From an optimization exercise on the open Yosys and OpenROAD flow, aimed at small area and a short achievable clock period; shortcuts taken in it are not production practice. At most, simulation tests tie the RTL to the original design; equivalence was not proved.

== exp/quartz ==
Design rsi_top, start of the top module:
module rsi_top
(
    input  logic   clk,
    input  logic   reset,
    input  logic [16-1:0] price,
    input  logic   price_valid,
    input  logic   eod,
    output logic   rsi_valid,
    output logic [7-1:0]   rsi,
    output logic   buy,
    output logic   sell
);
==> flow/config.mk <==
export PLATFORM = sky130hd
export DESIGN_NAME = rsi_top
export DESIGN_NICKNAME = rsi_top
export VERILOG_FILES = /design/flow/design.v
export SDC_FILE = /design/flow/constraint.sdc
export NUM_CORES = 4
export LEC_CHECK = 0
export ABC_AREA = 1
export CAP_MARGIN = 20
export CORE_MARGIN = 2
export CORE_UTILIZATION = 40
export CTS_CLUSTER_DIAMETER = 120
export CTS_CLUSTER_SIZE = 30
export SETUP_SLACK_MARGIN = 3.9
export SLEW_MARGIN = 20
==> flow/constraint.sdc <==
create_clock -name core_clock -period 6.5 [get_ports {clk}]
set_input_delay 1.3000 -clock core_clock [delete_from_list [all_inputs] [get_ports {clk}]]
set_output_delay 1.3000 -clock core_clock [all_outputs]
set_load 0.01 [all_outputs]
run.sh (not shown) runs the stock make flow with config.mk's settings and CLKGATE_MAP_FILE= SYNTH_SCRIPT=/design/flow/synth_recipe.tcl, a recipe that flattens the netlist after the stock synthesis.
Every stage of the flow completed for exp/quartz, and the final layout passed the timing, design-rule and antenna checks.
Modified inputs, exp/cedar compared to exp/quartz
-- flow/design.v --
<<< exp/quartz, line 148
        p = {a ^ b, 1'b0};
        for (int d = 1; d < SW + 2; d = d * 2)
            for (int i = 2 * d - 1; i < SW + 2; i = i + 2 * d) begin
                g[i] = g[i] | (p[i] & g[i - d]);
                p[i] = p[i] & p[i - d];
            end
        for (int d = 16; d >= 1; d = d / 2)
            for (int i = 3 * d - 1; i < SW + 2; i = i + 2 * d) begin
                g[i] = g[i] | (p[i] & g[i - d]);
                p[i] = p[i] & p[i - d];
            end
        sk_sub = {g[SW+1], (a ^ b) ^ g[SW:0]};
    endfunction
>>> exp/cedar, line 148
        p = {a ^ b, 1'b0};
        for (int d = 1; d < SW + 2; d = d * 2)
            for (int i = 0; i < SW + 2; i++)
                if ((i / d) % 2 == 1) begin
                    g[i] = g[i] | (p[i] & g[(i / d) * d - 1]);
                    p[i] = p[i] & p[(i / d) * d - 1];
                end
        sk_sub = {g[SW+1], (a ^ b) ^ g[SW:0]};
    endfunction
==> comparison <==
exp/cedar went all the way through the flow, and no timing, DRC or antenna check failed.
Summary of exp/cedar over exp/quartz: final cycle utilization of the critical path was more or less identical; smallest hold slack went up 15 ps.
Looking at number of nets in the finished design, exp/cedar sits 246 higher than exp/quartz does.
In exp/cedar, the layout buffer count excluding clock buffers came out 8 above the value in exp/quartz.
Delta (exp/cedar minus exp/quartz): number of buffers and inverters on the critical path about even; sequential cell area share -0.88 points; die area +about 2.4%.
Taking exp/quartz as the reference point, the cell count after placement of exp/cedar rises by 278.
Synthesized area on exp/cedar is behind exp/quartz.
Adder-cell share of the synthesized area, exp/cedar and exp/quartz: lower on exp/cedar
Function not checked in exp/cedar: the RTL went through the layout flow alone.

--- another note on this design; it stands on its own ---

Setup of job 1355:
## rsi_top
module rsi_top
(
    input  logic   clk,
    input  logic   reset,
    input  logic [16-1:0] price,
    input  logic   price_valid,
    input  logic   eod,
    output logic   rsi_valid,
    output logic [7-1:0]   rsi,
    output logic   buy,
    output logic   sell
);
Settings: LEC_CHECK=0, CAP_MARGIN=20, CORE_MARGIN=2, CORE_UTILIZATION=40, CTS_CLUSTER_DIAMETER=100, CTS_CLUSTER_SIZE=24, SETUP_SLACK_MARGIN=3.0, SLEW_MARGIN=20; clock period 6.5 ns.
run.sh (not shown) runs the stock make flow with config.mk's settings and CLKGATE_MAP_FILE= SYNTH_SCRIPT=/design/flow/synth_recipe.tcl, a recipe that flattens the netlist after the stock synthesis.
Job 1355 finished all stages; the layout is clean.
Relative to job 1355, the following input files were edited for job 2265:
Settings: CTS_CLUSTER_DIAMETER removed (was 100); CTS_CLUSTER_SIZE removed (was 24).
Findings:
Going from job 1355 to job 2265, number of violations reported at the end of detailed-routing iteration 0 shrank by more than 10%.
Compared with job 1355, job 2265 shows a register share of the cell area that is 2.2 points lower.
Job 2265 went all the way through the flow, and no timing, DRC or antenna check failed.
Job 2265 vs job 1355: fmax down slightly
### job 2265 -> job 3622
Settings: setting CTS_BUF_LIST to sky130_fd_sc_hd__clkbuf_8 for the first time.
Findings:
Proportion of layout cells with a drive suffix above 1, job 3622 and job 2265: lower on job 2265. The register-to-register slack of job 2265 and that of job 3622 are within noise of each other. Run comparison: job 3622 launch point of the critical path mv_valid$_DFF_PP0_; job 2265 launch point of the critical path mv_full$_DFF_P_. Diff job 2265..job 3622 | post-placement cell area | unchanged. Status: post-route cell area parity (job 3622, job 2265). Route | job 3622 vs job 2265 | wire longer in job 3622. Against job 2265, job 3622 comes in 0.010 ns lower on shortest period the worst path allows.
The following lists how job 3147 was set up differently from job 3622:
Settings: removing CTS_BUF_LIST (formerly sky130_fd_sc_hd__clkbuf_8); setting CTS_CLUSTER_SIZE to 30 for the first time; setting CTS_CLUSTER_DIAMETER to 120 for the first time.
Findings:
Summary of job 3147 over job 3622: post-route minimum period decreased by 0.035 ns relative to the old numbers, worst setup slack increased by 0.035 ns relative to the old numbers. Summary: with job 3622 as the reference, net count reported at finish in job 3147 moved down by a few percent. Per the comparison of job 3147 with job 3622, post-route standard cell area excluding fillers went down 4.9%; count of clock buffers in the final design went down 91; total vias in the final route went down 667. Compare job 3622 and job 3147 | global-route usage higher: job 3622.

==> re-timing with driven ports <==
The flow's constraints put no driver on any port. The routed layouts listed below were extracted and timed again, unchanged, in two steps. Step 1 (the two cells are an assumption about what drives the block):
set clk [get_ports {clk}]
set_driving_cell -lib_cell sky130_fd_sc_hd__clkbuf_16 $clk
set_driving_cell -lib_cell sky130_fd_sc_hd__buf_2 [delete_from_list [all_inputs] $clk]
Step 2, shift: input delay + t, output delay - t, t = (earliest + latest rising clock arrival at the registers) / 2. This alone moves slack from input paths to output paths. Slacks: ideal / step 1 / step 2; pairs: ideal / step 1.
| run | shift t [ns] | setup slack, ns | worst setup path at the end | slew at the worst register clock pin (ns) | worst data-port slew with drivers (ns) |
|---|---|---|---|---|---|
| exp/quartz | 0.669 | 3.980 / 3.916 / 3.993 | register to register | 0.12 / 0.12 | 0.04 |
| exp/cedar | 0.671 | 3.977 / 3.912 / 4.021 | register to register | 0.12 / 0.12 | 0.05 |
| job 1355 | 0.678 | 2.973 / 2.973 / 2.462 | input to register | 0.11 / 0.11 | 0.03 |
| job 2265 | 0.659 | 2.958 / 2.958 / 2.457 | input to register | 0.06 / 0.06 | 0.03 |
| job 3622 | 0.758 | 2.968 / 2.968 / 2.392 | input to register | 0.07 / 0.07 | 0.03 |
| job 3147 | 0.642 | 3.003 / 3.003 / 2.435 | input to register | 0.12 / 0.12 | 0.03 |
After both steps every run listed still meets setup and hold. The setup slack of job 3622, which loses most, moves by 0.000 ns with the drivers and by -0.576 ns with both steps.
